This design comes from an exercise in tuning for small area, a short achievable clock period and few clock cycles per item on the open sky130 flow, not from production work. In this exercise RTL edits were held to simulation tests only and were not proved equivalent to the original. Power figures rest on the tool's default switching activity, not on a simulated workload.

$ cat design.v
`default_nettype none
package fdf_pkg;
	localparam int SEEN_DEPTH_DEF = 64;
	localparam int SEQ_BITS_DEF   = 16;
	localparam int ID_W    = 6;
	localparam int MASK_W  = 64;
	localparam int SEQ_W   = 16;
	localparam int DATA_W  = 32;
	localparam int CFG_IDX_W  = 2;
	localparam int CFG_DATA_W = 64;
	localparam logic [CFG_IDX_W-1:0] CFG_NODE_ID       = 2'd0;
	localparam logic [CFG_IDX_W-1:0] CFG_NEIGHBOR_MASK = 2'd1;
	typedef enum logic [1:0] {
		VERDICT_FORWARD      = 2'd0,
		VERDICT_NOT_NEIGHBOR = 2'd1,
		VERDICT_DUPLICATE    = 2'd2
	} fdf_verdict_t;
	typedef struct packed {
		logic [ID_W-1:0]   sender_id;
		logic [SEQ_W-1:0]  seq_in;
		logic [DATA_W-1:0] payload_in;
	} fdf_in_t;
	typedef struct packed {
		logic [1:0]        verdict;
		logic [ID_W-1:0]   fwd_id;
		logic [SEQ_W-1:0]  fwd_seq;
		logic [DATA_W-1:0] fwd_data;
	} fdf_out_t;
	typedef struct packed {
		logic         record;
		logic         emit;
		fdf_verdict_t verdict;
	} fdf_cmd_t;
	typedef struct packed {
		logic valid;
		logic neighbor;
		logic hit;
	} fdf_status_t;
endpackage
`default_nettype wire
`default_nettype none
module fdf_ctrl (
	input  wire fdf_pkg::fdf_status_t  status,
	output logic                       busy,
	output fdf_pkg::fdf_cmd_t          cmd
);
	assign busy = 1'b0;
	always_comb begin
		cmd         = '0;
		cmd.emit    = status.valid;
		cmd.record  = status.valid & status.neighbor & ~status.hit;
		if (!status.neighbor) begin
			cmd.verdict = fdf_pkg::VERDICT_NOT_NEIGHBOR;
		end else if (status.hit) begin
			cmd.verdict = fdf_pkg::VERDICT_DUPLICATE;
		end else begin
			cmd.verdict = fdf_pkg::VERDICT_FORWARD;
		end
	end
endmodule
`default_nettype wire
`default_nettype none
module fdf_datapath #(
	parameter int SEEN_DEPTH = fdf_pkg::SEEN_DEPTH_DEF,
	parameter int SEQ_BITS   = fdf_pkg::SEQ_BITS_DEF
) (
	input  wire logic                              clk,
	input  wire logic                              arst_n,
	input  wire logic                              cfg_we,
	input  wire logic [fdf_pkg::CFG_IDX_W-1:0]     cfg_index,
	input  wire logic [fdf_pkg::CFG_DATA_W-1:0]    cfg_wdata,
	input  wire logic                              start,
	input  wire fdf_pkg::fdf_in_t                  item,
	input  wire fdf_pkg::fdf_cmd_t                 cmd,
	output fdf_pkg::fdf_status_t                   status,
	output logic                                   result_valid,
	output fdf_pkg::fdf_out_t                      result
);
	localparam int NB = SEEN_DEPTH / 8;
	localparam int NP = (SEEN_DEPTH - 2) / 2;
	logic [fdf_pkg::ID_W-1:0]   node_id_q;
	logic [fdf_pkg::MASK_W-1:0] neighbor_q;
	logic                       neighbor_set_q;
	logic [SEQ_BITS-1:0]        seq1;
	logic                       v2_q;
	logic                       nb2_q;
	logic [NP-1:0]              pair2_q;
	logic [1:0]                 top2_q;
	logic                       same2_q;
	logic                       shift2_q;
	logic [SEQ_BITS-1:0]        seq2_q;
	logic [fdf_pkg::DATA_W-1:0] data2_q;
	logic                       v3_q;
	logic                       nb3_q;
	logic                       hit3_q;
	logic [SEQ_BITS-1:0]        seq3_q;
	logic [fdf_pkg::DATA_W-1:0] data3_q;
	logic [SEQ_BITS-1:0]   seen_q [SEEN_DEPTH];
	logic [NB-1:0]         blk_full_q;
	logic [6:0]            part_q;
	logic [SEEN_DEPTH-1:0] valid;
	logic [SEEN_DEPTH-1:0] match1;
	logic [NP-1:0]         pair1;
	logic                  hit_low;
	logic                  same13;
	logic                  same23;
	logic                  hit_keep;
	logic                  hit_shift;
	logic [SEQ_BITS-1:0]   own_next_q;
	logic                  res_valid_q;
	fdf_pkg::fdf_verdict_t res_verdict_q;
	logic [fdf_pkg::ID_W-1:0] res_id_q;
	logic [SEQ_BITS-1:0]   res_seq_q;
	logic [fdf_pkg::DATA_W-1:0] res_data_q;
	logic fwd;
	assign seq1 = SEQ_BITS'(item.seq_in);
	assign fwd  = cmd.record;
	always_comb begin
		for (int e = 0; e < SEEN_DEPTH; e++) begin
			if (e < 8) begin
				valid[e] = blk_full_q[0] | ((e % 8 == 7) ? 1'b0 : part_q[e % 8]);
			end else begin
				valid[e] = blk_full_q[e / 8] |
					(blk_full_q[e / 8 - 1] & ((e % 8 == 7) ? 1'b0 : part_q[e % 8]));
			end
			match1[e] = (seen_q[e] == seq1) && valid[e];
		end
		for (int j = 0; j < NP; j++) begin
			pair1[j] = match1[2*j] | match1[2*j+1];
		end
	end
	assign same13 = (seq3_q == seq1);
	assign same23    = (seq3_q == seq2_q);
	assign hit_low   = |pair2_q;
	assign hit_keep  = hit_low | top2_q[0] | (shift2_q ? same2_q : top2_q[1]);
	assign hit_shift = hit_low | same23    | (shift2_q ? same2_q : top2_q[0]);
	assign status.valid    = v3_q;
	assign status.neighbor = nb3_q;
	assign status.hit      = hit3_q;
	always_ff @(posedge clk or negedge arst_n) begin
		if (!arst_n) begin
			node_id_q      <= '0;
			neighbor_set_q <= 1'b0;
		end else if (cfg_we) begin
			unique case (cfg_index)
				fdf_pkg::CFG_NODE_ID:       node_id_q      <= cfg_wdata[fdf_pkg::ID_W-1:0];
				fdf_pkg::CFG_NEIGHBOR_MASK: neighbor_set_q <= 1'b1;
				default: ;
			endcase
		end
	end
	always_ff @(posedge clk) begin
		if (cfg_we && cfg_index == fdf_pkg::CFG_NEIGHBOR_MASK) begin
			neighbor_q <= cfg_wdata;
		end
	end
	always_ff @(posedge clk or negedge arst_n) begin
		if (!arst_n) begin
			v2_q       <= 1'b0;
			v3_q       <= 1'b0;
			res_valid_q <= 1'b0;
			blk_full_q <= '0;
			part_q     <= '0;
			own_next_q <= SEQ_BITS'(1);
		end else begin
			v2_q <= start;
			v3_q <= v2_q;
			res_valid_q <= v3_q;
			if (fwd) begin
				own_next_q <= own_next_q + SEQ_BITS'(1);
				if (!blk_full_q[NB-1]) begin
					if (part_q[6]) begin
						part_q     <= '0;
						blk_full_q <= {blk_full_q[NB-2:0], 1'b1};
					end else begin
						part_q     <= {part_q[5:0], 1'b1};
					end
				end
			end
		end
	end
	always_ff @(posedge clk) begin
		nb2_q    <= neighbor_set_q & neighbor_q[item.sender_id];
		pair2_q  <= pair1;
		top2_q   <= match1[SEEN_DEPTH-1:SEEN_DEPTH-2];
		same2_q  <= same13;
		shift2_q <= fwd;
		seq2_q   <= seq1;
		data2_q  <= item.payload_in;
		nb3_q    <= nb2_q;
		hit3_q   <= fwd ? hit_shift : hit_keep;
		seq3_q   <= seq2_q;
		data3_q  <= data2_q;
	end
	always_ff @(posedge clk) begin
		if (fwd) begin
			seen_q[0] <= seq3_q;
			for (int e = 1; e < SEEN_DEPTH; e++) begin
				seen_q[e] <= seen_q[e-1];
			end
		end
	end
	always_ff @(posedge clk) begin
		res_verdict_q <= cmd.verdict;
		res_id_q      <= node_id_q;
		res_seq_q     <= (cmd.verdict == fdf_pkg::VERDICT_FORWARD) ? own_next_q : '0;
		res_data_q    <= (cmd.verdict == fdf_pkg::VERDICT_FORWARD) ? data3_q : '0;
	end
	assign result_valid     = res_valid_q;
	assign result.verdict   = res_verdict_q;
	assign result.fwd_id    = res_id_q;
	assign result.fwd_seq   = res_seq_q;
	assign result.fwd_data  = res_data_q;
endmodule
`default_nettype wire
`default_nettype none
module flood_duplicate_filter_core #(
	parameter int SEEN_DEPTH = fdf_pkg::SEEN_DEPTH_DEF,
	parameter int SEQ_BITS   = fdf_pkg::SEQ_BITS_DEF
) (
	input  wire logic                              clk,
	input  wire logic                              arst_n,
	input  wire logic                              cfg_we,
	input  wire logic [fdf_pkg::CFG_IDX_W-1:0]     cfg_index,
	input  wire logic [fdf_pkg::CFG_DATA_W-1:0]    cfg_wdata,
	input  wire logic                              start,
	input  wire logic [53:0]                       item,
	output logic                                   busy,
	output logic                                   result_valid,
	output logic [55:0]                            result
);
	fdf_pkg::fdf_in_t  item_s;
	fdf_pkg::fdf_out_t result_s;
	assign item_s = item;
	assign result = result_s;
	fdf_pkg::fdf_status_t status;
	fdf_pkg::fdf_cmd_t    cmd;
	fdf_ctrl u_ctrl (
		.status (status),
		.busy   (busy),
		.cmd    (cmd)
	);
	fdf_datapath #(
		.SEEN_DEPTH (SEEN_DEPTH),
		.SEQ_BITS   (SEQ_BITS)
	) u_datapath (
		.clk          (clk),
		.arst_n       (arst_n),
		.cfg_we       (cfg_we),
		.cfg_index    (cfg_index),
		.cfg_wdata    (cfg_wdata),
		.start        (start),
		.item         (item_s),
		.cmd          (cmd),
		.status       (status),
		.result_valid (result_valid),
		.result       (result_s)
	);
endmodule
`default_nettype wire
$ cat run.sh
#!/bin/bash
# synth_recipe.tcl (not shown) runs the flow's synth.tcl, then flattens the netlist and writes it again
# the make line also repeats each setting of config.mk as NAME=value (left out here)
make -C /OpenROAD-flow-scripts/flow DESIGN_CONFIG=/design/flow/config.mk WORK_HOME=/design/flow/orfs CLKGATE_MAP_FILE= SYNTH_SCRIPT=/design/flow/synth_recipe.tcl finish
$ cat config.mk
export PLATFORM = sky130hd
export DESIGN_NAME = flood_duplicate_filter_core
export DESIGN_NICKNAME = flood_duplicate_filter_core
export VERILOG_FILES = /design/flow/design.v
export SDC_FILE = /design/flow/constraint.sdc
export NUM_CORES = 4
export LEC_CHECK = 0
export CAP_MARGIN = 20
export CORE_MARGIN = 2
export CORE_UTILIZATION = 62
export CTS_CLUSTER_DIAMETER = 50
export CTS_CLUSTER_SIZE = 24
export PLACE_DENSITY = 0.7
export SETUP_SLACK_MARGIN = 2.5
export SLEW_MARGIN = 20
export TNS_END_PERCENT = 25
$ cat constraint.sdc
create_clock -name core_clock -period 4.5 [get_ports {clk}]
set_input_delay 0.9000 -clock core_clock [delete_from_list [all_inputs] [get_ports {clk}]]
set_output_delay 0.9000 -clock core_clock [all_outputs]
set_load 0.01 [all_outputs]
==> results of run 1 <==
cell type report:
type | instances | area, um2
sequential | 1319 | 37500
fill | 5152 | 22800
multi-input combinational | 1709 | 13500
clock buffer | 128 | 3040
timing repair buffer | 255 | 2610
clock inverter | 94 | 1360
tap | 1070 | 1340
inverter | 2 | 33.8
timing repair inverter | 1 | 16.3
antenna | 1 | 2.50
path summary, 6_finish.rpt:
| check | to |
|---|---|
| max in group asynchronous | u_datapath.part_q[0] |
| min in group core_clock | u_datapath.data3_q[31] |
| max | result[53] |
| min | u_datapath.res_valid_q |
| max reg2reg | u_datapath.seen_q[19][8] |
| min reg2reg | u_datapath.data3_q[31] |
Yosys cell counts (2+ instances only):
master	instances
nand4_1	151
buf_2	95
o21ai_0	15
buf_1	2
a21oi_1	49
nand2b_1	8
o22ai_1	23
mux2_2	13
mux4_1	3
and2_1	49
nor3_1	97
xor2_1	463
xnor2_1	608
dfrtp_1	40
nand3_1	62
and3_1	2
mux2i_1	10
nor4_1	90
mux4_2	14
dfxtp_1	190
nand2_1	30
nor2_1	5
clkbuf_1	47
edfxtp_1	1088
repair_timing:
action                                   CTS  global route
pin swaps                                  0             1
cloned                                     1             6
buffers inserted                           3             2
endpoints found under the setup margin  1133           649
resized for setup                          0           257
registers in the layout, indices dropped and copies added, names as in the netlist, 2 cells and up:
signal and flops:
u_datapath.blk_full_q 8, u_datapath.data2_q 32, u_datapath.data3_q 32, u_datapath.neighbor_q 64, u_datapath.node_id_q 6, u_datapath.own_next_q 16, u_datapath.pair2_q 31, u_datapath.part_q 7
u_datapath.res_data_q 32, u_datapath.res_id_q 6, u_datapath.res_seq_q 16, u_datapath.res_verdict_q 2, u_datapath.seen_q 1024, u_datapath.seq2_q 16, u_datapath.seq3_q 16, u_datapath.top2_q 2
cells by family (layout without fill, tap and decap cells):
kind of cell,after synthesis,after routing,synth area share [%]
AO/OA/AOI/OAI,94,94,1.03
XOR/XNOR,1071,1071,18.2
adder cells (fa/ha/maj),1,1,0.0242
buffers and inverters,149,480,1.34
flip-flops,1319,1319,72.6
multiplexers,40,40,1.24
other,1,2,0.00726
AND/OR/NAND/NOR,501,502,5.55
layer usage:
metal	vias up	share of wire, %
li1	12000	-
met1	13700	40
met2	994	50
met3	201	7.0
met4	0	3.0
met5	-	0
power groups by stage:
stage | logic, mW | clock network (mW) | registers (mW)
global placement | 2.18 | 0 | 15.1
detailed placement | 2.24 | 0 | 15.1
global route | 2.45 | 11.7 | 15.0
floorplan | 1.54 | 0 | 14.8
finish | 2.27 | 11.1 | 14.9
CTS | 2.27 | 11.2 | 14.9
==> results_dict.tcl, run 1 <==
set metrics [dict create \
    cts-htree-levels 3 \
    async_reset_ff_share_pct 3.11 \
    p_comb_share_pct 8.0 \
    worstMarginPinSlew_ns 1.04 \
    seq_area_frac_synth_pct 72.6 \
    reg2reg_from "u_datapath.hit3_q" \
    portBuffers 180 \
    overflow 0 \
    min_period_over_period_pct 46.9 \
    finalSetupViolCount 0 \
    power_mw 28.3 \
    syn_inst 3176 \
    grt_max_degree 134 \
    cp.buffers_inverters 1 \
    place_hpwl_um 73100 \
    grt_busiest_layer "met2" \
    grtUsageMet3_pct 5.14 \
    start_util_pct 62.8 \
    worstPathMaxFanout 1 \
    syn-cell-area_um2 51600 \
    place_area_um2 54800 \
    vias_per_cell 5.87 \
    rsz0062_at_grt "true" \
    p_int_mw 21.2 \
    period_needed_ns 2.11 \
    holdBufCountCts 0 \
    stdcell_area_um2 59500 \
    crit_path_max_incr_delay_ns 0.31 \
    finalSetupTns_ns 0 \
    antenna_found_initial 2 \
    worst_skew_pair.late_latency_ns 0.70 \
    cts.sinks 1319 \
    fmax_ghz 0.474 \
    maxCapViolations 0 \
    drtPass1Iterations 6 \
    dr_total_vias 26900 \
    avgRoutedWirePerCell_um 25.8 \
    grt_util_met1_pct 35.6 \
    p_sw_mw 7.11 \
    coreArea_um2 82200 \
    clock_path_buffers 3 \
    p_per_area_nw_per_um2 476 \
    die_w_um 293 \
    grt_usage_pct 27.1 \
    critPathArrivalTime_ns 1.21 \
    placed_cells_incl_taps 4344 \
    root_buffer "clkbuf_16" \
    reg2regPathDepth 4 \
    swShare_pct 25.1 \
    cp-start-kind "flip-flop" \
    p_seq_share_pct 52.8 \
    required_ns 3.60 \
    p_leak_nw 18.9 \
    fin_nets 3530 \
    drive_above_1_share_pct 12.3 \
    final_max_slew_viol_count 0 \
    status "timing/DRC/antenna clean" \
    end_kind "primary output" \
    drt-total-wl_um 118000 \
    drc 0 \
    drt_iter0_markers 2466 \
    synth_top_area_share_pct 63.3 \
    hold_violations 0 \
    place_ws_ns 1.33 \
    yosys-top-cells-area "edfxtp_1 (63%), xnor2_1 (10%), xor2_1 (7.9%)" \
    rows 105 \
    r2r_setup_slack_ns 2.43 \
    yosysWarnings 3 \
    final_common_cell "edfxtp_1" \
    relSlewSlack_pct 30.4 \
    crit_chain "dlymetal6s2s_1" \
    cp_num_cells 1 \
    crit_start "u_datapath.res_id_q[5]" \
    met2_usage_pct 45.9 \
    cp_slowest_cell "dfxtp_1" \
    clk_pin_slew_ns 0.08 \
    critPathTopFamily "flip-flops" \
    synth_edf_count 1088 \
    grt_pass1_wl_um 172000 \
    cts_buffers 117 \
    worstSetupPathType "flip-flop to primary output" \
    fin_cells 4579 \
    synth.avg_cell_area_um2 16.3 \
    dieArea_um2 85600 \
    gp_congestion 0.850 \
    areaGrowthSynthToFinish_pct 15.2 \
    yosysTopAreaCell "edfxtp_1" \
    ys_seq_elements 1319 \
    final_cell_mix "edfxtp_1 (1088), xnor2_1 (608), xor2_1 (463)" \
    first_global_vias 27700 \
    timing.final.ws_setup_ns 2.39 \
    pwr-share-clk_pct 39.2 \
    ir_drop_v 0.000377 \
    ys_types 46 \
    ios 182 \
    hp-class "input port to async pin" \
    die_y_um 293 \
    utilization_pct 72.3 \
    cts_tree "done" \
    synth_flop_cell "edfxtp_1" \
    worst_clock_skew_ns 0.0295 \
    synth_fp_nets 3301 \
    drtAntennaViolNets 0 \
    whs_ns 0.285 \
]
Testbench counts, summed over its fixed seeds: cycles 12,024, packets 12,000.
==> inputs of run 2 (changes only) <==
--- a/design.v
+++ b/design.v
@@ -83,7 +83,7 @@
 	logic                       neighbor_set_q;
 	logic [SEQ_BITS-1:0]        seq1;
 	logic                       v2_q;
-	logic                       nb2_q;
+	logic [fdf_pkg::ID_W-1:0]   sender2_q;
 	logic [NP-1:0]              pair2_q;
 	logic [1:0]                 top2_q;
 	logic                       same2_q;
@@ -180,14 +180,14 @@
 		end
 	end
 	always_ff @(posedge clk) begin
-		nb2_q    <= neighbor_set_q & neighbor_q[item.sender_id];
+		sender2_q <= item.sender_id;
 		pair2_q  <= pair1;
 		top2_q   <= match1[SEEN_DEPTH-1:SEEN_DEPTH-2];
 		same2_q  <= same13;
 		shift2_q <= fwd;
 		seq2_q   <= seq1;
 		data2_q  <= item.payload_in;
-		nb3_q    <= nb2_q;
+		nb3_q    <= neighbor_set_q & neighbor_q[sender2_q];
 		hit3_q   <= fwd ? hit_shift : hit_keep;
 		seq3_q   <= seq2_q;
 		data3_q  <= data2_q;
--- a/config.mk
+++ b/config.mk
@@ -7,10 +7,10 @@
 export LEC_CHECK = 0
 export CAP_MARGIN = 20
 export CORE_MARGIN = 2
-export CORE_UTILIZATION = 62
-export CTS_CLUSTER_DIAMETER = 50
-export CTS_CLUSTER_SIZE = 24
-export PLACE_DENSITY = 0.7
+export CORE_UTILIZATION = 67
+export CTS_CLUSTER_DIAMETER = 60
+export CTS_CLUSTER_SIZE = 20
+export PLACE_DENSITY = 0.72
 export SETUP_SLACK_MARGIN = 2.5
 export SLEW_MARGIN = 20
 export TNS_END_PERCENT = 25
==> run 2 against run 1 <==
Clock skew shrank 0.0072 ns. Combinational power about the same. Utilization increased by 3.6 points. Non-clock buffer count fell by 9. Register-to-register slack worse by 0.02 ns. Final cell count is 2.4% lower. Sequential share of layout area increased by 2.0 points. Design area down 2.8%. Total power decreased by 11%. Critical path depth is the same. Global-route usage up 2.3 points. Critical endpoint is now result[5]. Largest cell class unchanged.
==> results_dict.tcl, run 2 <==
set metrics [dict create \
    cts_buffers 85 \
    worst_clock_skew_ns 0.0223 \
    critPathArrivalTime_ns 1.20 \
    finalSetupTns_ns 0 \
    status "timing/DRC/antenna clean" \
    worst_skew_pair.late_latency_ns 0.65 \
    regMostFlops "u_datapath.seen_q" \
    dr_total_vias 27000 \
    hp-class "input port to async pin" \
    grt_usage_pct 29.4 \
    drt_iter0_markers 3012 \
    rows 101 \
    cp_num_cells 1 \
    whs_ns 0.270 \
    seq_area_frac_synth_pct 72.7 \
    cts_tree "done" \
    ys_types 46 \
    vias_per_cell 6.04 \
    crit_path_max_incr_delay_ns 0.32 \
    clk_pin_slew_ns 0.08 \
    synth_edf_count 1088 \
    critPathTopFamily "flip-flops" \
    drive_above_1_share_pct 8.96 \
    root_buffer "clkbuf_16" \
    period_needed_ns 2.10 \
    place_hpwl_um 71900 \
    timing.final.ws_setup_ns 2.40 \
    cts.sinks 1324 \
    ys_seq_elements 1324 \
    place_ws_ns 1.39 \
    fmax_ghz 0.477 \
    ir_drop_v 0.000384 \
    drc 0 \
    synthMostInstantiatedCell "edfxtp_1" \
    finalSetupViolCount 0 \
    cts-htree-levels 3 \
    synth_top_area_share_pct 63.2 \
    fillerInstances 4536 \
    largestRegisters "u_datapath.seen_q: 1024 flops, u_datapath.neighbor_q: 64 flops" \
    min_period_over_period_pct 46.6 \
    fin_nets 3494 \
    avgRoutedWirePerCell_um 26.1 \
    yosys-top-cells-count "edfxtp_1 (1088), xnor2_1 (608), xor2_1 (463), dfxtp_1 (195), nand4_1 (151)" \
    worstSetupPathType "flip-flop to primary output" \
    holdBufCountCts 0 \
    dieArea_um2 79400 \
    place_area_um2 54800 \
    drtAntennaViolNets 0 \
    drtPass1Iterations 5 \
    rsz0062_at_grt "true" \
    start_util_pct 67.9 \
    synth_fp_nets 3306 \
    reg2regPathDepth 5 \
    gp_congestion 0.864 \
    worstPathMaxFanout 1 \
    hold_violations 0 \
    synth.avg_cell_area_um2 16.3 \
    crit_chain "clkdlybuf4s15_2" \
    yosys-top-cells-area "edfxtp_1 (63%), xnor2_1 (10%), xor2_1 (7.8%)" \
    overflow 0 \
    final_common_cell "edfxtp_1" \
    syn-cell-area_um2 51700 \
    synth_flop_cell "edfxtp_1" \
    areaGrowthSynthToFinish_pct 11.8 \
    die_y_um 282 \
    portBuffers 180 \
    stdcell_area_um2 57800 \
    cp-start-kind "flip-flop" \
    end_kind "primary output" \
    worstMarginPinSlew_ns 1.14 \
    coreArea_um2 76200 \
    final_max_slew_viol_count 0 \
    p_leak_nw 18.0 \
    largest_reg_flops 1024 \
    final_cell_mix "edfxtp_1 (1088), xnor2_1 (608), xor2_1 (463)" \
    syn_inst 3181 \
    async_reset_ff_share_pct 3.10 \
    ios 182 \
    die_w_um 282 \
    maxCapViolations 0 \
    cp_slowest_cell "dfxtp_1" \
    relSlewSlack_pct 24.1 \
    drt-total-wl_um 117000 \
    grt_pass1_wl_um 171000 \
    first_global_vias 27300 \
    p_per_area_nw_per_um2 437 \
    cp.buffers_inverters 1 \
    yosysTopAreaCell "edfxtp_1" \
    antenna_found_initial 4 \
    grt_max_degree 118 \
    required_ns 3.60 \
    clock_path_buffers 3 \
    yosysWarnings 3 \
]
==> run 2: power by group <==
part           switching [mW]  internal [mW]  total [mW]  leakage [nW]
clock                    4.13           3.86        7.99          1.31
combinational            1.34          0.937        2.27          5.27
sequential              0.795           14.2        15.0          11.4
total                    6.26           19.0        25.2          18.0
==> run 2: path summary, 6_finish.rpt <==
kind / to / from / slack (ns)
worst min-delay path: u_datapath.node_id_q[4] / arst_n / 0.27
max in group asynchronous: u_datapath.part_q[6] / arst_n / 3.76
min in group core_clock: u_datapath.data3_q[17] / u_datapath.data2_q[17] / 0.33
worst max-delay path: result[5] / u_datapath.res_data_q[5] / 2.40
worst min register to register: u_datapath.data3_q[17] / u_datapath.data2_q[17] / 0.33
worst max register to register: u_datapath.hit3_q / u_datapath.pair2_q[0] / 2.41
==> run 2: kinds of logic after synthesis <==
family          count (synthesis)  share of synthesized area, %
simple gates                  501                          5.54
fa+ha+maj                       1                        0.0242
buf+inv                       149                          1.34
xor+xnor                     1071                          18.1
mux                            40                          1.24
flops                        1324                          72.7
compound gates                 94                          1.02
other cells                     1                       0.00725
==> run 2: worst reg2reg max path, delay by kind of cell, from the launching register on <==
family             cells  cell delay [ns]
AOI/OAI and AO/OA      3             0.75
DFF                    1             0.36
and+or+nand+nor        2             0.77
==> run 2: metal layers <==
layer / GRT usage [%] / part of all wire [%] / vias up
met5: 0 / 0.0060 / -
met4: 8.70 / 2.6 / 2
met3: 5.25 / 8.1 / 193
met2: 49.1 / 50 / 1154
met1: 40.0 / 40 / 13800
li1: - / - / 11900
==> run 2: what timing repair did <==
item,CTS,global route
endpoints found under the setup margin,1173,289
buffers inserted,2,2
pin swaps,1,3
gates resized for setup,156,110
cloned,2,2
==> run 2: area by class of cell <==
cell class	count	area, um2	share of cell area [%]
diodes	2	5.00	0.00866
well taps	1030	1290	2.23
clock buffers	126	2390	4.14
clock inverters	31	310	0.537
multi-input cells	1708	13500	23.4
repair buffers	246	2620	4.53
inverters	2	33.8	0.0584
repair inverters	2	27.5	0.0476
flip-flops and latches	1324	37600	65.1
==> run 2: per-stage QoR <==
stage	std cells	utilization, %	power [mW]
floorplan	3181	-	16.4
global placement	4304	71.9	17.4
detailed placement	4304	71.9	17.5
CTS	4465	75.7	25.3
global route	4469	75.8	26.0
finish	4471	75.9	25.2
Testbench counts of run 2, summed over its fixed seeds: cycles 12,024, packets 12,000.
==> inputs of run 3 (changes only) <==
--- a/config.mk
+++ b/config.mk
@@ -7,10 +7,10 @@
 export LEC_CHECK = 0
 export CAP_MARGIN = 20
 export CORE_MARGIN = 2
-export CORE_UTILIZATION = 67
+export CORE_UTILIZATION = 72
 export CTS_CLUSTER_DIAMETER = 60
 export CTS_CLUSTER_SIZE = 20
-export PLACE_DENSITY = 0.72
+export PLACE_DENSITY = 0.78
 export SETUP_SLACK_MARGIN = 2.5
 export SLEW_MARGIN = 20
 export TNS_END_PERCENT = 25
==> run 3 against run 2 <==
Still clean. Clock skew increased by 0.0079 ns. Non-clock buffer count is 3 higher. Design area shrank 0.59%. Area after synthesis did not move. Synthesized cell count unchanged. Total power shrank 1.4%. Final cell count fell by 2.0%. Largest cell class unchanged. Highest routed layer unchanged.
==> results_dict.tcl, run 3 <==
set metrics [dict create \
    final_cell_mix "edfxtp_1 (1088), xnor2_1 (608), xor2_1 (463)" \
    drt_iter0_markers 3015 \
    synth_edf_count 1088 \
    drtAntennaViolNets 0 \
    multi_input_area_um2 13500 \
    place_ws_ns 1.57 \
    whs_ns 0.259 \
    synth-compound-area-share_pct 1.02 \
    drt-total-wl_um 116000 \
    critPathArrivalTime_ns 2.62 \
    seq_area_um2 37600 \
    ir_drop_v 0.000375 \
    holdBufCountCts 0 \
    worst_skew_pair.late_latency_ns 0.65 \
    synth-xor-area-share_pct 18.1 \
    timing.final.ws_setup_ns 2.34 \
    cp_slowest_cell "nor4_2" \
    fmax_ghz 0.464 \
    synth.avg_cell_area_um2 16.3 \
    async_reset_ff_share_pct 3.10 \
    syn_inst 3181 \
    largest_reg_flops 1024 \
    overflow 0 \
    rows 98 \
    synth_fp_nets 3306 \
    synth_top_area_share_pct 63.2 \
    yosys.area_share.adder_pct 0.0242 \
    hp-class "input port to async pin" \
    stdcell_area_um2 57500 \
    finalSetupTns_ns 0 \
    required_ns 4.97 \
    drtPass1Iterations 5 \
    maxCapViolations 0 \
    place_area_um2 54700 \
    muxShareOfSynthArea_pct 1.24 \
    seq_area_frac_synth_pct 72.7 \
    worstPathMaxFanout 3 \
    hold_violations 0 \
    die_y_um 272 \
    antenna_found_initial 3 \
    drc 0 \
    yosysTopAreaCell "edfxtp_1" \
    end_kind "flip-flop" \
    ios 182 \
    yosysWarnings 3 \
    clk_pin_slew_ns 0.08 \
    final_common_cell "edfxtp_1" \
    largestRegisters "u_datapath.seen_q: 1024 flops, u_datapath.neighbor_q: 64 flops" \
    start_util_pct 72.5 \
    relSlewSlack_pct 35.0 \
    cp-start-kind "flip-flop" \
    synth_flop_cell "edfxtp_1" \
    grt_max_degree 113 \
    crit_path_max_incr_delay_ns 0.69 \
    p_leak_nw 17.9 \
    dieArea_um2 74000 \
    ys_types 46 \
    grt_pass1_wl_um 172000 \
    coreArea_um2 71400 \
    synth_top_family_by_area "XOR/XNOR gates" \
    synthSimpleGateAreaFrac_pct 5.54 \
    die_w_um 272 \
    grt_usage_pct 31.3 \
    worstSetupPathType "flip-flop to flip-flop" \
    portBuffers 180 \
    dr_total_vias 27100 \
    cts_buffers 82 \
    areaGrowthSynthToFinish_pct 11.1 \
    cts.sinks 1324 \
    vias_per_cell 6.19 \
    min_period_over_period_pct 47.9 \
    critPathTopFamily "simple AND/OR/NAND/NOR gates" \
    yosys-top-cells-count "edfxtp_1 (1088), xnor2_1 (608), xor2_1 (463), dfxtp_1 (195), nand4_1 (151)" \
    final_max_slew_viol_count 0 \
    fillerInstances 3834 \
    clock_path_buffers 3 \
    regMostFlops "u_datapath.seen_q" \
    ys_seq_elements 1324 \
    finalSetupViolCount 0 \
    fin_nets 3493 \
    status "timing/DRC/antenna clean" \
    yosys-top-cells-area "edfxtp_1 (63%), xnor2_1 (10%), xor2_1 (7.8%)" \
    worstMarginPinSlew_ns 0.975 \
    cp.buffers_inverters 0 \
    cts-htree-levels 3 \
    period_needed_ns 2.16 \
    rsz0062_at_grt "true" \
    syn-cell-area_um2 51700 \
    drive_above_1_share_pct 9.27 \
    first_global_vias 27700 \
    p_per_area_nw_per_um2 433 \
    crit_chain "xnor2_1 -> nand4_1 -> nor4_2 -> a31oi_2 -> o211ai_1" \
    place_hpwl_um 72700 \
    gp_congestion 0.877 \
    root_buffer "clkbuf_16" \
    avgRoutedWirePerCell_um 26.4 \
    synthMostInstantiatedCell "edfxtp_1" \
    cts_tree "done" \
    worst_clock_skew_ns 0.0302 \
]
run 3: cell counts after synthesis:
Identical to the previous run, type by type.
run 3: cells by family (layout without fill, tap and decap cells):
logic type,Yosys count,count (layout)
AO/OA/AOI/OAI,94,94
AND/OR/NAND/NOR,501,501
other,1,3
buffers and inverters,149,399
flip-flops,1324,1324
XOR/XNOR,1071,1071
adder cells (fa/ha/maj),1,1
multiplexers,40,40
run 3: area by class of cell:
class / instances / area share [%]
diodes: 2 / 0.00871
clock buffers: 126 / 4.04
clock inverters: 21 / 0.355
inverters: 2 / 0.0588
multi-input cells: 1708 / 23.5
flip-flops and latches: 1324 / 65.5
well taps: 950 / 2.07
repair buffers: 249 / 4.46
repair inverters: 1 / 0.0283
run 3: path summary, 6_finish.rpt:
| path | endpoint | cells past startpoint | slack [ns] | startpoint |
|---|---|---|---|---|
| min in group core_clock | u_datapath.data3_q[14] | 0 | 0.33 | u_datapath.data2_q[14] |
| worst min-delay path | u_datapath.blk_full_q[0] | 1 | 0.26 | arst_n |
| worst min register to register | u_datapath.data3_q[14] | 0 | 0.33 | u_datapath.data2_q[14] |
| worst max-delay path | u_datapath.hit3_q | 5 | 2.34 | u_datapath.seq3_q[15] |
| max in group asynchronous | u_datapath.part_q[1] | 1 | 3.81 | arst_n |
| worst max register to register | u_datapath.hit3_q | 5 | 2.34 | u_datapath.seq3_q[15] |
run 3: per-layer routing:
| metal | wire length [um] | global-route usage, % | vias to the layer above |
|---|---|---|---|
| li1 | - | - | 11900 |
| met1 | 45200 | 43.0 | 13800 |
| met2 | 57300 | 52.1 | 1273 |
| met3 | 9530 | 4.74 | 204 |
| met4 | 3750 | 10.6 | 2 |
| met5 | 11 | 0 | - |
run 3: metrics by stage:
stage / util [%] / std cells / power, mW
after floorplan: - / 3181 / 16.4
after global placement: 76.7 / 4226 / 17.4
after detailed placement: 76.7 / 4226 / 17.4
after CTS: 80.3 / 4376 / 24.9
after global routing: 80.5 / 4383 / 25.6
final: 80.5 / 4383 / 24.9
run 3: power breakdown:
part           switching, mW  leakage, nW  internal [mW]
clock                   3.97         1.22           3.70
combinational           1.34         5.28          0.927
sequential             0.767         11.4           14.2
total                   6.08         17.9           18.8
run 3: repair_timing:
item / in CTS / in global routing
pin swaps: 3 / 4
setup endpoints to repair: 1173 / 447
resized for setup: 67 / 226
cloned: 1 / 1
setup buffers: 2 / 4
==> inputs of run 4 (changes only) <==
--- a/config.mk
+++ b/config.mk
@@ -7,10 +7,10 @@
 export LEC_CHECK = 0
 export CAP_MARGIN = 20
 export CORE_MARGIN = 2
-export CORE_UTILIZATION = 72
+export CORE_UTILIZATION = 67
 export CTS_CLUSTER_DIAMETER = 60
 export CTS_CLUSTER_SIZE = 20
-export PLACE_DENSITY = 0.78
-export SETUP_SLACK_MARGIN = 2.5
+export PLACE_DENSITY = 0.72
+export SETUP_SLACK_MARGIN = 2.6
 export SLEW_MARGIN = 20
-export TNS_END_PERCENT = 25
+export TNS_END_PERCENT = 40
==> run 4 against run 3 <==
Still clean. Total power increased by 1.6%. Clock power rose by 4.0%. Design area is 0.83% higher. Global-route usage shrank 1.8 points. Largest power group unchanged.
==> results_dict.tcl, run 4 <==
set metrics [dict create \
    status "timing/DRC/antenna clean" \
    worst_clock_skew_ns 0.0198 \
    areaGrowthSynthToFinish_pct 12.0 \
    worstSetupPathType "flip-flop to flip-flop" \
    async_reset_ff_share_pct 3.10 \
    worstPathMaxFanout 1 \
    wl_met1_um 46800 \
    routed-wl-met2_um 58400 \
    final_cell_mix "edfxtp_1 (1088), xnor2_1 (608), xor2_1 (463)" \
    fmax_ghz 0.468 \
    first_global_vias 27400 \
    synth_top_area_share_pct 63.2 \
    maxCapViolations 0 \
    synthMostInstantiatedCell "edfxtp_1" \
    largestRegisters "u_datapath.seen_q: 1024 flops, u_datapath.neighbor_q: 64 flops" \
    reg2reg_to "u_datapath.hit3_q" \
    finalSetupViolCount 0 \
    yosys-top-cells-count "edfxtp_1 (1088), xnor2_1 (608), xor2_1 (463), dfxtp_1 (195), nand4_1 (151)" \
    clk_pin_slew_ns 0.08 \
    hp-class "input port to async pin" \
    power_mw 25.3 \
    fillerInstances 4520 \
    yosys-top-cells-area "edfxtp_1 (63%), xnor2_1 (10%), xor2_1 (7.8%)" \
    cts_buffers 85 \
    r2r_setup_slack_ns 2.36 \
    drt-total-wl_um 118000 \
    drt_iter0_markers 2926 \
    min_period_over_period_pct 47.5 \
    cts-htree-levels 3 \
    end_kind "flip-flop" \
    synth_fp_nets 3306 \
    worstMarginPinSlew_ns 1.01 \
    root_buffer "clkbuf_16" \
    ys_types 46 \
    largest_reg_flops 1024 \
    drive_above_1_share_pct 10.1 \
    antenna_found_initial 4 \
    holdBufCountCts 0 \
    cts.sinks 1324 \
    rsz0062_at_grt "true" \
    die_w_um 282 \
    vias_per_cell 6.06 \
    avgRoutedWirePerCell_um 26.4 \
    grt_pass1_wl_um 171000 \
    reg2regPathDepth 5 \
    relSlewSlack_pct 32.4 \
    drc 0 \
    utilization_pct 76.0 \
    drtAntennaViolNets 0 \
    p_per_area_nw_per_um2 437 \
    yosysTopAreaCell "edfxtp_1" \
    antenna_cells 0 \
    finalSetupTns_ns 0 \
    grt_usage_pct 29.5 \
    final_max_slew_viol_count 0 \
    fin_nets 3496 \
    syn_inst 3181 \
    syn-cell-area_um2 51700 \
    seq_area_frac_synth_pct 72.7 \
    period_needed_ns 2.14 \
    required_ns 4.94 \
    portBuffers 180 \
    critPathArrivalTime_ns 2.58 \
    rows 101 \
    wl_met3_um 9700 \
    drtPass1Iterations 5 \
    final_common_cell "edfxtp_1" \
    synth_flop_cell "edfxtp_1" \
    hold_violations 0 \
    dr_total_vias 27100 \
    cts_tree "done" \
    yosysWarnings 3 \
    cp-start-kind "flip-flop" \
    place_hpwl_um 71900 \
    dieArea_um2 79400 \
    synth.avg_cell_area_um2 16.3 \
    regMostFlops "u_datapath.seen_q" \
    die_y_um 282 \
    ios 182 \
    coreArea_um2 76200 \
    grt_max_degree 119 \
    gp_congestion 0.864 \
    ir_drop_v 0.000382 \
    synth_edf_count 1088 \
    reg2reg_from "u_datapath.pair2_q[14]" \
    top_layer "met5" \
    overflow 0 \
    p_leak_nw 18.1 \
    clock_path_buffers 3 \
    start_util_pct 67.9 \
    ys_seq_elements 1324 \
    worst_skew_pair.late_latency_ns 0.66 \
]
==> run 4: cell types whose count changed in the layout (fill, tap and decap cells not counted), moves of 4 or more <==
cell,previous run,this run
buf_2,17,40
clkinv_4,1,8
clkbuf_16,86,91
clkbuf_1,37,33
dfxtp_2,23,18
buf_4,42,34
dfrtp_2,2,7
buf_6,32,28
inv_6,6,10
clkbuf_2,13,0
buf_16,4,9
dlygate4sd2_1,8,0
dfxtp_1,171,175
dfrtp_1,38,33
==> run 4: metrics by stage <==
stage                     hold WS [ns]  setup slack, ns  area (um2)  cells
after detailed placement         0.312             1.39       54800   4304
after global routing             0.293             2.36       57900   4471
after floorplan                  0.310            0.899       51800   3181
final                            0.266             2.36       57900   4471
after CTS                        0.328             2.40       57600   4467
after global placement           0.311             1.39       54800   4304
==> run 4: report_power, final <==
part           total, mW  internal [mW]  leakage [nW]  switching, mW
sequential          15.0           14.2          11.4          0.801
clock               7.98           3.86          1.31           4.12
combinational       2.32          0.960          5.38           1.36
total               25.3           19.0          18.1           6.27
==> run 4: repair_timing <==
| action | 4_1_cts | 5_1_grt |
|---|---|---|
| buffers inserted | 3 | 0 |
| cloned | 3 | 4 |
| endpoints found under the setup margin | 1190 | 790 |
| pin swaps | 2 | 4 |
| hold endpoints to repair | 0 | 0 |
| gates resized for setup | 239 | 126 |
==> run 4: critical path, cell delays in order, from the launching register on <==
cell      delay [ns]
dfxtp_1         0.35
nor4_4          0.41
nand4_1         0.40
a211o_1         0.35
a31oi_1         0.16
o211ai_1        0.26
==> run 4: logic make-up after synthesis <==
| family | share of synthesized area [%] |
|---|---|
| compound gates | 1.02 |
| simple gates | 5.54 |
| flops | 72.7 |
| other cells | 0.00725 |
| mux | 1.24 |
| fa+ha+maj | 0.0242 |
| buf+inv | 1.34 |
| xor+xnor | 18.1 |
==> run 4: worst max-delay path by stage <==
stage	to	slack (ns)	start
2_1_floorplan	u_datapath.own_next_q[12]	0.90	u_datapath.hit3_q
3_3_place_gp	u_datapath.hit3_q	1.39	u_datapath.hit3_q
3_5_place_dp	u_datapath.hit3_q	1.39	u_datapath.hit3_q
4_1_cts	u_datapath.hit3_q	2.40	u_datapath.pair2_q[0]
5_1_grt	u_datapath.hit3_q	2.36	u_datapath.pair2_q[14]
6_report	u_datapath.hit3_q	2.36	u_datapath.pair2_q[14]
==> run 4: layout make-up <==
class                   count  area [um2]  area share, %
well taps                1030        1290           2.22
clock buffers             126        2390           4.13
repair buffers            248        2710           4.68
flip-flops and latches   1324       37600           65.0
clock inverters            31         310          0.536
multi-input cells        1708       13500           23.4
inverters                   2        33.8         0.0583
repair inverters            2        27.5         0.0475
==> run 4: metal layers <==
| metal | global-route usage, % | vias to the layer above |
|---|---|---|
| met5 | 0 | - |
| met3 | 5.25 | 212 |
| met1 | 40.2 | 13800 |
| li1 | - | 11900 |
| met4 | 8.73 | 2 |
| met2 | 49.2 | 1156 |
==> inputs of run 5 (changes only) <==
--- a/design.v
+++ b/design.v
@@ -83,7 +83,7 @@
 	logic                       neighbor_set_q;
 	logic [SEQ_BITS-1:0]        seq1;
 	logic                       v2_q;
-	logic [fdf_pkg::ID_W-1:0]   sender2_q;
+	logic                       nb2_q;
 	logic [NP-1:0]              pair2_q;
 	logic [1:0]                 top2_q;
 	logic                       same2_q;
@@ -180,14 +180,14 @@
 		end
 	end
 	always_ff @(posedge clk) begin
-		sender2_q <= item.sender_id;
+		nb2_q    <= neighbor_set_q & neighbor_q[item.sender_id];
 		pair2_q  <= pair1;
 		top2_q   <= match1[SEEN_DEPTH-1:SEEN_DEPTH-2];
 		same2_q  <= same13;
 		shift2_q <= fwd;
 		seq2_q   <= seq1;
 		data2_q  <= item.payload_in;
-		nb3_q    <= neighbor_set_q & neighbor_q[sender2_q];
+		nb3_q    <= nb2_q;
 		hit3_q   <= fwd ? hit_shift : hit_keep;
 		seq3_q   <= seq2_q;
 		data3_q  <= data2_q;
==> run 5 against run 4 <==
Utilization grew 0.28 points. Critical path depth is the same. Via count shrank 0.80%. Setup slack gained 0.10 ns. Sequential power is essentially flat. Clock power is essentially flat. Design area grew 0.21%. Clock-buffer cell count shrank 5. Sequential share of layout area shrank 0.28 points. Highest routed layer is now met4. Register-to-register slack gained 0.10 ns.
==> results_dict.tcl, run 5 <==
set metrics [dict create \
    relSlewSlack_pct 47.1 \
    p_leak_nw 18.2 \
    yosysWarnings 3 \
    worstPathMaxFanout 1 \
    syn_inst 3176 \
    antenna_found_initial 2 \
    worstSetupPathType "flip-flop to flip-flop" \
    status "timing/DRC/antenna clean" \
    finalSetupTns_ns 0 \
    hp-class "input port to async pin" \
    cp-start-kind "flip-flop" \
    regMostFlops "u_datapath.seen_q" \
    cts-htree-levels 3 \
    p_comb_share_pct 9.1 \
    syn-cell-area_um2 51600 \
    final_cell_mix "edfxtp_1 (1088), xnor2_1 (603), xor2_1 (463)" \
    p_seq_share_pct 59.3 \
    worst_skew_pair.late_latency_ns 0.66 \
    seq_area_frac_synth_pct 72.6 \
    drc 0 \
    synth_top_area_share_pct 63.3 \
    clock_path_buffers 3 \
    synth_edf_count 1088 \
    grt_max_degree 152 \
    grt_pass1_wl_um 169000 \
    grt_usage_pct 29.0 \
    coreArea_um2 76100 \
    yosys-top-cells-area "edfxtp_1 (63%), xnor2_1 (10%), xor2_1 (7.9%)" \
    synth_flop_cell "edfxtp_1" \
    die_w_um 282 \
    gp_congestion 0.863 \
    synth.avg_cell_area_um2 16.3 \
    dr_total_vias 26900 \
    async_reset_ff_share_pct 3.11 \
    drt-total-wl_um 115000 \
    overflow 0 \
    min_period_over_period_pct 45.2 \
    p_int_mw 19.0 \
    yosys.area_share.adder_pct 0.0242 \
    p_sw_mw 6.11 \
    place_area_um2 54700 \
    areaGrowthSynthToFinish_pct 12.5 \
    start_util_pct 67.9 \
    critPathArrivalTime_ns 2.42 \
    worstMarginPinSlew_ns 0.794 \
    synth-compound-area-share_pct 1.03 \
    drtPass1Iterations 6 \
    fmax_ghz 0.492 \
    maxCapViolations 0 \
    yosysTopAreaCell "edfxtp_1" \
    fin_nets 3503 \
    power_mw 25.2 \
    rsz0062_at_grt "true" \
    ios 182 \
    p_per_area_nw_per_um2 433 \
    drt_iter0_markers 2723 \
    swShare_pct 24.3 \
    clk_pin_slew_ns 0.08 \
    drtAntennaViolNets 0 \
    worst_clock_skew_ns 0.0228 \
    place_ws_ns 1.35 \
    drive_above_1_share_pct 11.0 \
    ys_types 46 \
    end_kind "flip-flop" \
    vias_per_cell 6.00 \
    cts_tree "done" \
    pwr-share-clk_pct 31.6 \
    die_y_um 282 \
    synth_fp_nets 3301 \
    muxShareOfSynthArea_pct 1.24 \
    cts.sinks 1319 \
    timing.final.ws_setup_ns 2.47 \
    rows 101 \
    ys_seq_elements 1319 \
    final_common_cell "edfxtp_1" \
    synthMostInstantiatedCell "edfxtp_1" \
    yosys-top-cells-count "edfxtp_1 (1088), xnor2_1 (608), xor2_1 (463), dfxtp_1 (190), nand4_1 (151)" \
    required_ns 4.89 \
    largest_reg_flops 1024 \
    place_hpwl_um 70400 \
    cts_buffers 83 \
    ir_drop_v 0.000490 \
    first_global_vias 27100 \
    synthSimpleGateAreaFrac_pct 5.55 \
    root_buffer "clkbuf_16" \
    portBuffers 180 \
    avgRoutedWirePerCell_um 25.7 \
    utilization_pct 76.3 \
    hold_violations 0 \
    synth-xor-area-share_pct 18.2 \
    finalSetupViolCount 0 \
    synth_top_family_by_area "XOR/XNOR gates" \
    largestRegisters "u_datapath.seen_q: 1024 flops, u_datapath.neighbor_q: 64 flops" \
    stdcell_area_um2 58100 \
    period_needed_ns 2.03 \
    final_max_slew_viol_count 0 \
    dieArea_um2 79300 \
]
==> run 5: changes by cell type in the layout (fill, tap and decap cells not counted), moves of 4 or more <==
cell      previous run  this run
dfrtp_2              7        13
buf_4               34        43
dfrtp_1             33        27
dfxtp_2             18        23
inv_6               10         4
xnor2_1            608       603
dfxtp_1            175       164
clkbuf_2             0         4
clkinv_2             3         7
clkbuf_1            33        29
buf_12              20        26
xnor2_2              0         5
clkinv_4             8         3
==> run 5: stage by stage <==
stage	instances	hold WS, ns
6_report	4480	0.259
5_1_grt	4478	0.293
4_1_cts	4454	0.330
3_5_place_dp	4292	0.312
3_3_place_gp	4292	0.311
2_1_floorplan	3176	0.310
==> run 5: repair_timing <==
item | CTS | global route
hold buffers | 0 | 0
endpoints found under the setup margin | 1185 | 872
resized for setup | 102 | 302
setup buffers | 5 | 19
cloned | 2 | 5
pin swaps | 0 | 12
==> run 5: final cells by class <==
cell class                      count  area (um2)
Inverter                            2        33.8
Timing Repair inverter              3        38.8
Timing Repair Buffer              260        2800
Fill cell                        4464       18000
Multi-Input combinational cell   1709       13600
Tap cell                         1030        1290
Antenna cell                        2        5.00
Clock buffer                      121        2350
Clock inverter                     34         357
Sequential cell                  1319       37600
==> run 5: routing by layer <==
layer	part of all wire, %	GRT usage, %	vias up
met5	0	0	-
met2	49	48.5	1072
met1	40	39.0	13700
li1	-	-	11900
met3	7.5	5.29	182
met4	2.8	9.15	0
==> run 5: kinds of logic after synthesis <==
| kind of cell | Yosys count |
|---|---|
| buf+inv | 149 |
| compound gates | 94 |
| xor+xnor | 1071 |
| other cells | 1 |
| fa+ha+maj | 1 |
| flops | 1319 |
| simple gates | 501 |
| mux | 40 |
==> run 5: worst max-delay path, cell delays in order, from the launching register on <==
cell and delay (ns):
dfxtp_1 0.33, nor3_1 0.37, nand4_1 0.29, a211o_1 0.29, a31oi_1 0.15, o211ai_1 0.35
==> run 5: final timing paths <==
check                                                 to  slack (ns)  cells past startpoint              startpoint
max in group asynchronous       u_datapath.blk_full_q[3]        3.79                      1                  arst_n
worst max register to register         u_datapath.hit3_q        2.47                      5  u_datapath.pair2_q[19]
worst max-delay path                   u_datapath.hit3_q        2.47                      5  u_datapath.pair2_q[19]
worst min-delay path             u_datapath.node_id_q[0]        0.26                      1                  arst_n
min in group core_clock           u_datapath.data3_q[24]        0.33                      0  u_datapath.data2_q[24]
worst min register to register    u_datapath.data3_q[24]        0.33                      0  u_datapath.data2_q[24]
==> run 5: power groups by stage <==
| stage | clock network, mW | logic (mW) | registers, mW |
|---|---|---|---|
| 5_1_grt | 8.48 | 2.46 | 15.0 |
| 3_5_place_dp | 0 | 2.21 | 15.2 |
| 4_1_cts | 8.05 | 2.22 | 14.9 |
| 6_report | 7.95 | 2.28 | 14.9 |
| 3_3_place_gp | 0 | 2.16 | 15.1 |
| 2_1_floorplan | 0 | 1.54 | 14.8 |
Testbench counts of run 5, summed over its fixed seeds: cycles 12,024, packets 12,000.

-- separate check: timing with driven ports --
The flow's constraints put no driver on any port. The routed layouts listed below were extracted and timed again, unchanged, in two steps. Step 1 assumes that a clkbuf_16 drives the clock port and a buf_2 every other input. Step 2 adds t to the input delays and takes it off the output delays; t is the mean of the earliest and latest rising clock arrival at the registers after step 1. Input paths then give back, and output paths get back, about the clock's delay inside the block. Slacks: ideal ports / drivers / drivers and shift; pairs: ideal ports / drivers.
run	shift t [ns]	setup WS [ns]	worst setup path after step 2
run 1	0.748	2.390 / 2.326 / 1.831	input to register
run 2	0.708	2.403 / 2.341 / 1.779	input to register
run 3	0.703	2.343 / 2.332 / 1.782	input to register
run 4	0.710	2.363 / 2.363 / 1.827	input to register
run 5	0.716	2.468 / 2.402 / 1.853	input to register
After both steps every run listed still meets setup and hold. For run 2, which loses most, drivers alone change the setup slack by -0.062 ns; drivers and shift together by -0.624 ns.
